Background: an optimization exercise with open tools, aiming at small area, a short achievable clock period and few clock cycles. Do not read the settings as production practice.
Function was checked by simulation only, so behaviour that the tests miss may differ from the original.
Power is estimated from default activity; no workload was simulated.

## design/flow/run.sh

```bash
#!/bin/bash
# synth_recipe.tcl (not shown) runs the flow's synth.tcl, then flattens the netlist and writes it again
# the make line also repeats each setting of config.mk as NAME=value (left out here)
make -C /OpenROAD-flow-scripts/flow DESIGN_CONFIG=/design/flow/config.mk WORK_HOME=/design/flow/orfs CLKGATE_MAP_FILE= SYNTH_SCRIPT=/design/flow/synth_recipe.tcl finish
```

## design/flow/config.mk

```make
export PLATFORM = sky130hd
export DESIGN_NAME = postfix_to_load_op_code
export DESIGN_NICKNAME = postfix_to_load_op_code
export VERILOG_FILES = /design/flow/design.v
export SDC_FILE = /design/flow/constraint.sdc
export NUM_CORES = 4
export LEC_CHECK = 0
export CAP_MARGIN = 20
export CORE_MARGIN = 2
export CORE_UTILIZATION = 40
export SLEW_MARGIN = 20
```

## design/flow/constraint.sdc

```tcl
create_clock -name core_clock -period 4.4 [get_ports {clk}]
set_input_delay 0.8800 -clock core_clock [delete_from_list [all_inputs] [get_ports {clk}]]
set_output_delay 0.8800 -clock core_clock [all_outputs]
set_load 0.01 [all_outputs]
```

## design/flow/design.v

```verilog
`default_nettype none
package ptl_pkg;
    localparam int STACK_DEPTH_DEF = 64;
    localparam int QDEPTH = 2;
    localparam logic [7:0] CH_A     = 8'h41;
    localparam logic [7:0] CH_Z     = 8'h5A;
    localparam logic [7:0] CH_PLUS  = 8'h2B;
    localparam logic [7:0] CH_MINUS = 8'h2D;
    localparam logic [7:0] CH_STAR  = 8'h2A;
    localparam logic [7:0] CH_SLASH = 8'h2F;
    typedef enum logic [3:0] {
        KIND_LOAD    = 4'd0,
        KIND_ADD     = 4'd1,
        KIND_SUB     = 4'd2,
        KIND_MUL     = 4'd3,
        KIND_DIV     = 4'd4,
        KIND_STORE   = 4'd5,
        KIND_BADEXPR = 4'd6,
        KIND_BADIN   = 4'd7,
        KIND_END     = 4'd8,
        KIND_OVF     = 4'd9
    } kind_t;
    typedef enum logic [1:0] {
        CLS_LETTER = 2'd0,
        CLS_OP     = 2'd1,
        CLS_BAD    = 2'd2,
        CLS_END    = 2'd3
    } cls_t;
    typedef struct packed {
        cls_t       cls;
        kind_t      op;
        logic [7:0] sym;
    } item_t;
endpackage
`default_nettype wire
`default_nettype none
module ptl_front (
    input  wire logic          clk,
    input  wire logic          rst_n,
    input  wire logic          in_valid,
    output logic               in_stall,
    input  wire logic [7:0]    symbol,
    input  wire logic          is_end,
    output logic               head_valid,
    output ptl_pkg::item_t     head_item,
    input  wire logic          head_pop
);
    localparam int QPW = (ptl_pkg::QDEPTH > 1) ? $clog2(ptl_pkg::QDEPTH) : 1;
    localparam int QCW = $clog2(ptl_pkg::QDEPTH + 1);
    ptl_pkg::item_t cls_item;
    logic [$bits(cls_item)-1:0] q_mem_reg [ptl_pkg::QDEPTH];
    logic [QPW-1:0] wr_ptr_reg, wr_ptr_next;
    logic [QPW-1:0] rd_ptr_reg, rd_ptr_next;
    logic [QCW-1:0] q_cnt_reg, q_cnt_next;
    logic           push;
    always_comb
    begin
        cls_item.sym = symbol;
        cls_item.op  = ptl_pkg::KIND_LOAD;
        if (is_end)
        begin
            cls_item.cls = ptl_pkg::CLS_END;
        end
        else if (symbol >= ptl_pkg::CH_A && symbol <= ptl_pkg::CH_Z)
        begin
            cls_item.cls = ptl_pkg::CLS_LETTER;
        end
        else
        begin
            cls_item.cls = ptl_pkg::CLS_OP;
            case (symbol)
                ptl_pkg::CH_PLUS:  cls_item.op = ptl_pkg::KIND_ADD;
                ptl_pkg::CH_MINUS: cls_item.op = ptl_pkg::KIND_SUB;
                ptl_pkg::CH_STAR:  cls_item.op = ptl_pkg::KIND_MUL;
                ptl_pkg::CH_SLASH: cls_item.op = ptl_pkg::KIND_DIV;
                default:           cls_item.cls = ptl_pkg::CLS_BAD;
            endcase
        end
    end
    assign in_stall   = (q_cnt_reg == QCW'(ptl_pkg::QDEPTH));
    assign push       = in_valid && !in_stall;
    assign head_valid = (q_cnt_reg != '0);
    assign head_item  = q_mem_reg[rd_ptr_reg];
    always_comb
    begin
        wr_ptr_next = push ? wr_ptr_reg + 1'b1 : wr_ptr_reg;
        rd_ptr_next = head_pop ? rd_ptr_reg + 1'b1 : rd_ptr_reg;
        q_cnt_next  = q_cnt_reg + QCW'(push) - QCW'(head_pop);
    end
    always_ff @(posedge clk)
    begin
        if (push)
        begin
            q_mem_reg[wr_ptr_reg] <= cls_item;
        end
    end
    always_ff @(posedge clk or negedge rst_n)
    begin
        if (!rst_n)
        begin
            wr_ptr_reg <= '0;
            rd_ptr_reg <= '0;
            q_cnt_reg  <= '0;
        end
        else
        begin
            wr_ptr_reg <= wr_ptr_next;
            rd_ptr_reg <= rd_ptr_next;
            q_cnt_reg  <= q_cnt_next;
        end
    end
endmodule
`default_nettype wire
`default_nettype none
module ptl_back #(
    parameter int STACK_DEPTH = ptl_pkg::STACK_DEPTH_DEF
) (
    input  wire logic           clk,
    input  wire logic           rst_n,
    input  wire logic           head_valid,
    input  wire ptl_pkg::item_t head_item,
    output logic                head_pop,
    output logic                out_valid,
    input  wire logic           out_stall,
    output logic [3:0]          kind,
    output logic [7:0]          first_operand,
    output logic [7:0]          second_operand,
    output logic [7:0]          temp_number,
    output logic                stack_empty,
    output logic                last
);
    localparam int CNT_W = $clog2(STACK_DEPTH + 1);
    localparam int AW    = (STACK_DEPTH > 1) ? $clog2(STACK_DEPTH) : 1;
    typedef enum logic [5:0] {
        ST_HEAD  = 6'b000001,
        ST_CHAR  = 6'b000010,
        ST_RDTOP = 6'b000100,
        ST_LOAD2 = 6'b001000,
        ST_OP    = 6'b010000,
        ST_OVF   = 6'b100000
    } state_t;
    logic [7:0]    mem [STACK_DEPTH];
    logic [7:0]    rd_data_reg;
    logic          rd_en, wr_en;
    logic [AW-1:0] rd_addr, wr_addr;
    logic [7:0]    wr_data;
    state_t         state_reg, state_next;
    logic [CNT_W-1:0] count_reg, count_next;
    logic [7:0]     top_reg, top_next;
    logic           top_ok_reg, top_ok_next;
    logic [7:0]     nxt_reg, nxt_next;
    logic           pend_reg, pend_next;
    logic [7:0]     pend_op_reg, pend_op_next;
    logic [7:0]     temp_reg, temp_next;
    logic           halt_reg, halt_next;
    logic           out_valid_reg;
    ptl_pkg::kind_t kind_reg;
    logic [7:0]     first_reg, second_reg, tnum_reg;
    logic           empty_reg, last_reg;
    logic           adv, do_emit, char_step;
    ptl_pkg::kind_t e_kind;
    logic [7:0]     e_a, e_b, e_t;
    logic           e_empty, e_last;
    logic           full, below_two;
    assign adv       = !out_valid_reg || !out_stall;
    assign full      = (count_reg == CNT_W'(STACK_DEPTH));
    assign below_two = (count_reg < CNT_W'(2));
    always_comb
    begin
        state_next   = state_reg;
        count_next   = count_reg;
        top_next     = top_reg;
        top_ok_next  = top_ok_reg;
        nxt_next     = nxt_reg;
        pend_next    = pend_reg;
        pend_op_next = pend_op_reg;
        temp_next    = temp_reg;
        halt_next    = halt_reg;
        do_emit      = 1'b0;
        char_step    = 1'b0;
        e_kind       = ptl_pkg::KIND_LOAD;
        e_a          = '0;
        e_b          = '0;
        e_t          = '0;
        e_empty      = 1'b0;
        e_last       = 1'b0;
        head_pop     = 1'b0;
        rd_en        = 1'b0;
        rd_addr      = '0;
        wr_en        = 1'b0;
        wr_addr      = AW'(count_reg);
        wr_data      = '0;
        if (adv)
        begin
            case (state_reg)
                ST_HEAD:
                begin
                    if (head_valid)
                    begin
                        if (halt_reg)
                        begin
                            head_pop = 1'b1;
                        end
                        else if (head_item.cls == ptl_pkg::CLS_END)
                        begin
                            do_emit   = 1'b1;
                            e_kind    = ptl_pkg::KIND_END;
                            e_empty   = (count_reg == '0);
                            e_last    = 1'b1;
                            pend_next = 1'b0;
                            head_pop  = 1'b1;
                        end
                        else if (pend_reg)
                        begin
                            do_emit   = 1'b1;
                            e_kind    = ptl_pkg::KIND_STORE;
                            e_a       = pend_op_reg;
                            e_t       = temp_reg;
                            pend_next = 1'b0;
                            if (full)
                            begin
                                state_next = ST_OVF;
                            end
                            else
                            begin
                                wr_en       = 1'b1;
                                wr_data     = pend_op_reg;
                                count_next  = count_reg + 1'b1;
                                top_next    = pend_op_reg;
                                top_ok_next = 1'b1;
                                state_next  = ST_CHAR;
                                e_last = (head_item.cls == ptl_pkg::CLS_LETTER) &&
                                         (count_reg < CNT_W'(STACK_DEPTH - 1));
                            end
                        end
                        else
                        begin
                            char_step = 1'b1;
                        end
                    end
                end
                ST_CHAR:
                begin
                    char_step = 1'b1;
                end
                ST_RDTOP:
                begin
                    do_emit     = 1'b1;
                    e_kind      = ptl_pkg::KIND_LOAD;
                    e_a         = rd_data_reg;
                    top_next    = rd_data_reg;
                    top_ok_next = 1'b1;
                    rd_en       = 1'b1;
                    rd_addr     = AW'(count_reg - CNT_W'(2));
                    state_next  = ST_LOAD2;
                end
                ST_LOAD2:
                begin
                    do_emit    = 1'b1;
                    e_kind     = ptl_pkg::KIND_LOAD;
                    e_a        = rd_data_reg;
                    nxt_next   = rd_data_reg;
                    state_next = ST_OP;
                end
                ST_OP:
                begin
                    do_emit      = 1'b1;
                    e_kind       = head_item.op;
                    e_a          = top_reg;
                    e_b          = nxt_reg;
                    e_last       = 1'b1;
                    count_next   = count_reg - CNT_W'(2);
                    top_ok_next  = 1'b0;
                    pend_next    = 1'b1;
                    pend_op_next = nxt_reg;
                    temp_next    = (temp_reg != 8'hFF) ? temp_reg + 8'd1 : temp_reg;
                    head_pop     = 1'b1;
                    state_next   = ST_HEAD;
                end
                ST_OVF:
                begin
                    do_emit    = 1'b1;
                    e_kind     = ptl_pkg::KIND_OVF;
                    e_last     = 1'b1;
                    halt_next  = 1'b1;
                    head_pop   = 1'b1;
                    state_next = ST_HEAD;
                end
                default:
                begin
                    state_next = ST_HEAD;
                end
            endcase
            if (char_step)
            begin
                case (head_item.cls)
                    ptl_pkg::CLS_LETTER:
                    begin
                        head_pop   = 1'b1;
                        state_next = ST_HEAD;
                        if (full)
                        begin
                            do_emit   = 1'b1;
                            e_kind    = ptl_pkg::KIND_OVF;
                            e_last    = 1'b1;
                            halt_next = 1'b1;
                        end
                        else
                        begin
                            wr_en       = 1'b1;
                            wr_data     = head_item.sym;
                            count_next  = count_reg + 1'b1;
                            top_next    = head_item.sym;
                            top_ok_next = 1'b1;
                        end
                    end
                    ptl_pkg::CLS_OP:
                    begin
                        if (below_two)
                        begin
                            do_emit    = 1'b1;
                            e_kind     = ptl_pkg::KIND_BADEXPR;
                            e_last     = 1'b1;
                            halt_next  = 1'b1;
                            head_pop   = 1'b1;
                            state_next = ST_HEAD;
                        end
                        else if (top_ok_reg)
                        begin
                            do_emit    = 1'b1;
                            e_kind     = ptl_pkg::KIND_LOAD;
                            e_a        = top_reg;
                            rd_en      = 1'b1;
                            rd_addr    = AW'(count_reg - CNT_W'(2));
                            state_next = ST_LOAD2;
                        end
                        else
                        begin
                            rd_en      = 1'b1;
                            rd_addr    = AW'(count_reg - CNT_W'(1));
                            state_next = ST_RDTOP;
                        end
                    end
                    default:
                    begin
                        do_emit    = 1'b1;
                        e_kind     = ptl_pkg::KIND_BADIN;
                        e_last     = 1'b1;
                        halt_next  = 1'b1;
                        head_pop   = 1'b1;
                        state_next = ST_HEAD;
                    end
                endcase
            end
        end
    end
    always_ff @(posedge clk)
    begin
        if (wr_en)
        begin
            mem[wr_addr] <= wr_data;
        end
        if (rd_en)
        begin
            rd_data_reg <= mem[rd_addr];
        end
    end
    always_ff @(posedge clk)
    begin
        if (adv && do_emit)
        begin
            kind_reg   <= e_kind;
            first_reg  <= e_a;
            second_reg <= e_b;
            tnum_reg   <= e_t;
            empty_reg  <= e_empty;
            last_reg   <= e_last;
        end
        top_reg <= top_next;
        nxt_reg <= nxt_next;
    end
    always_ff @(posedge clk or negedge rst_n)
    begin
        if (!rst_n)
        begin
            state_reg     <= ST_HEAD;
            count_reg     <= '0;
            top_ok_reg    <= 1'b0;
            pend_reg      <= 1'b0;
            pend_op_reg   <= '0;
            temp_reg      <= '0;
            halt_reg      <= 1'b0;
            out_valid_reg <= 1'b0;
        end
        else
        begin
            state_reg   <= state_next;
            count_reg   <= count_next;
            top_ok_reg  <= top_ok_next;
            pend_reg    <= pend_next;
            pend_op_reg <= pend_op_next;
            temp_reg    <= temp_next;
            halt_reg    <= halt_next;
            if (adv)
            begin
                out_valid_reg <= do_emit;
            end
        end
    end
    assign out_valid      = out_valid_reg;
    assign kind           = kind_reg;
    assign first_operand  = first_reg;
    assign second_operand = second_reg;
    assign temp_number    = tnum_reg;
    assign stack_empty    = empty_reg;
    assign last           = last_reg;
endmodule
`default_nettype wire
`default_nettype none
module postfix_to_load_op_code #(
    parameter int STACK_DEPTH = ptl_pkg::STACK_DEPTH_DEF
) (
    input  wire logic       clk,
    input  wire logic       rst_n,
    input  wire logic       in_valid,
    output logic            in_stall,
    input  wire logic [7:0] symbol,
    input  wire logic       is_end,
    output logic            out_valid,
    input  wire logic       out_stall,
    output logic [3:0]      kind,
    output logic [7:0]      first_operand,
    output logic [7:0]      second_operand,
    output logic [7:0]      temp_number,
    output logic            stack_empty,
    output logic            last
);
    logic           head_valid;
    ptl_pkg::item_t head_item;
    logic           head_pop;
    ptl_front u_front (
        .clk        (clk),
        .rst_n      (rst_n),
        .in_valid   (in_valid),
        .in_stall   (in_stall),
        .symbol     (symbol),
        .is_end     (is_end),
        .head_valid (head_valid),
        .head_item  (head_item),
        .head_pop   (head_pop)
    );
    ptl_back #(
        .STACK_DEPTH (STACK_DEPTH)
    ) u_back (
        .clk            (clk),
        .rst_n          (rst_n),
        .head_valid     (head_valid),
        .head_item      (head_item),
        .head_pop       (head_pop),
        .out_valid      (out_valid),
        .out_stall      (out_stall),
        .kind           (kind),
        .first_operand  (first_operand),
        .second_operand (second_operand),
        .temp_number    (temp_number),
        .stack_empty    (stack_empty),
        .last           (last)
    );
endmodule
`default_nettype wire
```

==> impl_metrics.json <==
{
  "outcome": "no timing/DRC/antenna violations",
  "finClkSkew_ns": 0.0214,
  "final_max_slew_viol_count": 0,
  "num_io_pins": 45,
  "async_reset_ff_frac": 0.0588,
  "clkSinkCount": 629,
  "die_y_um": 259,
  "final.setup.tns_ns": 0,
  "p_leak_uw": 0.0105,
  "power.density_nw_per_um2": 465,
  "route.antenna.remaining_nets": 0,
  "cts_max_level": 3,
  "syn_to_final_growth_pct": 16.9,
  "grt_start_max_net_pins": 65,
  "grt_pass1_wl_um": 108000,
  "period_minus_slack_ns": 4.26,
  "hold_path_class": "input pin to asynchronous set/reset pin",
  "netlist.area_leader.share": 0.682,
  "overflow": 0,
  "final_common_cell": "edfxtp_1",
  "drc": 0,
  "grt_pass1_vias": 16800,
  "clock_latency_ns": 0.61,
  "cp.arrival_ns": 4.61,
  "critical_path_class": "flop to flop",
  "place.gp.congestion": 0.875,
  "clockRootBuffer": "clkbuf_16",
  "nNetsFinal": 2145,
  "slew-limit-headroom": 0.361,
  "clock_path_buffers": 3,
  "fin_crit_sh": 0.969,
  "synth_area_leaders": "edfxtp_1 68%, nand2_1 6.4%, dfrtp_1 3.5%, nand3_1 3.2%, nor2_1 1.7%",
  "fmax_mhz": 235,
  "grtUsageTotal": 0.213,
  "core.rowCount": 93,
  "io_buffers": 44,
  "worstPathMaxFanout": 34,
  "synth_cell_types": 65,
  "endpoint_kind": "flop",
  "layout-drive-gt1-share": 0.137,
  "cts-buffers-inserted": 66,
  "yosys_warnings": 2,
  "rsz0062_at_grt": "no",
  "antenna_found_initial": 0,
  "worst_pin_slew_ns": 0.959,
  "synth_area_leader_cell": "edfxtp_1",
  "startpoint_type": "flop",
  "required_ns": 4.74,
  "synth_ff_type": "edfxtp_1",
  "final_cell_mix": "592 x edfxtp_1, 441 x nand2_1, 164 x nand3_1",
  "largest_reg_flops": 512,
  "clkTransAtPathRegs_ns": 0.07,
  "first_pass_iters": 7,
  "ir_drop_mv": 0.293,
  "syn-cell-area_um2": 26100,
  "dp_hpwl_um": 44400,
  "cts_tree": "done",
  "cap_violations": 0,
  "setup_viol": 0,
  "synth_seq_cells": 629,
  "synth_cells": 1988,
  "hold_viol": 0,
  "avgSynthCellArea_um2": 13.1,
  "drt-initial-drc-count": 2032,
  "initial_core_util": 0.404,
  "route.vias.total": 17200,
  "finalPower_uw": 14200,
  "yosysSeqAreaShare": 0.718,
  "syn_nets": 2011,
  "drt-total-wl_um": 71300,
  "fp.coreArea_um2": 64500,
  "synth_edf_count": 592,
  "wl_per_cell_um": 23.6,
  "fp.dieW_um": 259,
  "via_per_inst": 5.69,
  "die_area_um2": 67200
}
==> power by group <==
part           switching, µW  internal, µW
registers                136          6760
clock network           2280          3360
logic                   1040           580
total                   3460         10700
==> stage by stage <==
stage          cells  setup WS (ns)   util  hold slack (ns)  area [µm²]
4_1_cts         3019         0.0197  0.472            0.431       30500
3_5_place_dp    2909         0.0479  0.439            0.480       28300
6_report        3020          0.138  0.473            0.417       30500
5_1_grt         3019         0.0474  0.473            0.464       30500
2_1_floorplan   1988          0.170      -            0.451       26100
3_3_place_gp    2909         0.0263  0.439            0.480       28300
==> final timing paths <==
path,from,to,slack (ns),depth (start not counted)
setup / recovery,u_back.count_reg[2],u_back.rd_data_reg[4],0.14,14
hold / removal,rst_n,u_back.halt_reg,0.42,1
setup reg to reg,u_back.count_reg[2],u_back.rd_data_reg[4],0.14,14
hold reg to reg,u_back.temp_reg[0],u_back.temp_reg[0],0.51,1
max in group asynchronous,rst_n,u_back.temp_reg[5],3.37,1
min in group core_clock,u_back.temp_reg[0],u_back.temp_reg[0],0.51,1
==> per-layer routing <==
metal  track usage  up-vias  wire length (µm)
li1              -     7688                 -
met1         0.294     8635             30300
met2         0.341      730             33700
met3        0.0397      129              5090
met4        0.0715        0              2240
met5             0        -                 0
==> layout make-up <==
cell class | count | area [µm²]
well taps | 855 | 1070
fillers | 5661 | 34000
clock buffers | 82 | 1840
diodes | 1 | 2.50
multi-input cells | 1220 | 6800
repair buffers | 192 | 1680
flip-flops and latches | 629 | 18700
clock inverters | 28 | 322
inverters | 13 | 48.8
==> cell families (layout without fill, tap and decap cells) <==
| logic type | count (synthesis) | count (layout) | synth area share |
|---|---|---|---|
| AND/OR/NAND/NOR | 883 | 883 | 0.152 |
| flip-flops | 629 | 629 | 0.718 |
| AO/OA/AOI/OAI | 253 | 253 | 0.0707 |
| buffers and inverters | 139 | 315 | 0.0259 |
| multiplexers | 57 | 57 | 0.0227 |
| XOR/XNOR | 17 | 17 | 0.00571 |
| adder cells (fa/ha/maj) | 10 | 10 | 0.00480 |
| other | 0 | 1 | 0 |
==> cell usage after synthesis (3+ instances only) <==
| library cell | count |
|---|---|
| edfxtp_1 | 592 |
| nand2_1 | 442 |
| nand3_1 | 164 |
| nor2_1 | 119 |
| clkbuf_1 | 65 |
| and3_1 | 51 |
| mux2i_1 | 42 |
| a21oi_1 | 40 |
| dfrtp_1 | 36 |
| a311oi_1 | 34 |
| a31oi_1 | 33 |
| buf_2 | 33 |
| nand4_1 | 28 |
| a211oi_1 | 27 |
| a22oi_1 | 25 |
| o21ai_0 | 24 |
| a32oi_1 | 21 |
| nor3_1 | 18 |
| mux2_2 | 14 |
| a21o_1 | 13 |
| inv_1 | 13 |
| xnor2_1 | 13 |
| buf_6 | 11 |
| ha_1 | 10 |
| buf_1 | 9 |
| a222oi_1 | 8 |
| and2_1 | 8 |
| buf_4 | 8 |
| nor3b_1 | 7 |
| nor2b_1 | 6 |
| or2_2 | 6 |
| or4_1 | 6 |
| or3_1 | 5 |
| nand2b_1 | 4 |
| o22ai_1 | 4 |
| xor2_1 | 4 |
| a221oi_1 | 3 |
| and4_1 | 3 |
| nand3b_1 | 3 |
| o41ai_1 | 3 |
| or3b_2 | 3 |
==> worst max-delay path, stage by stage (launching register included) <==
cell and delay [ns]:
dfrtp_1 0.36, inv_1 0.08, ha_1 0.20, or3b_4 0.28
o32ai_4 0.11, a2111oi_4 0.49, mux2i_2 0.33, buf_4 0.21
nand2_4 0.14, buf_12 0.23, a211oi_1 0.40, a311oi_1 0.14
a311oi_2 0.39, o22ai_1 0.25, or3_1 0.36
==> repair_timing <==
item | 4_1_cts | 5_1_grt
endpoints found under the setup margin | 1 | 1
setup buffers | 0 | 0
hold buffers | 0 | 0
resized for setup | 1 | 2
Testbench counts, summed over its fixed seeds: cycles 29,126.

static timing again, ports no longer ideal:
The results above use ideal ports. As a check the final layout listed here was re-extracted and re-timed, cells and wires unchanged.
Step 1, drivers: a clkbuf_16 drives clk and a buf_2 each remaining input, both assumed.
Step 2, shift: input delay + t, output delay - t, t = (earliest + latest rising clock arrival at the registers) / 2. This alone moves slack from input paths to output paths.
Slacks: ideal ports / drivers / drivers and shift; pairs: ideal ports / drivers.
t (ns): 0.659
slack for setup (ns): 0.138 / 0.138 / 0.138
hold slack, ns: 0.417 / 0.384 / 0.509
worst data-port slew with drivers (ns): 0.04
After both steps this run still meets setup and hold. For this run, drivers alone change the setup slack by 0.000 ns; drivers and shift together by 0.000 ns.
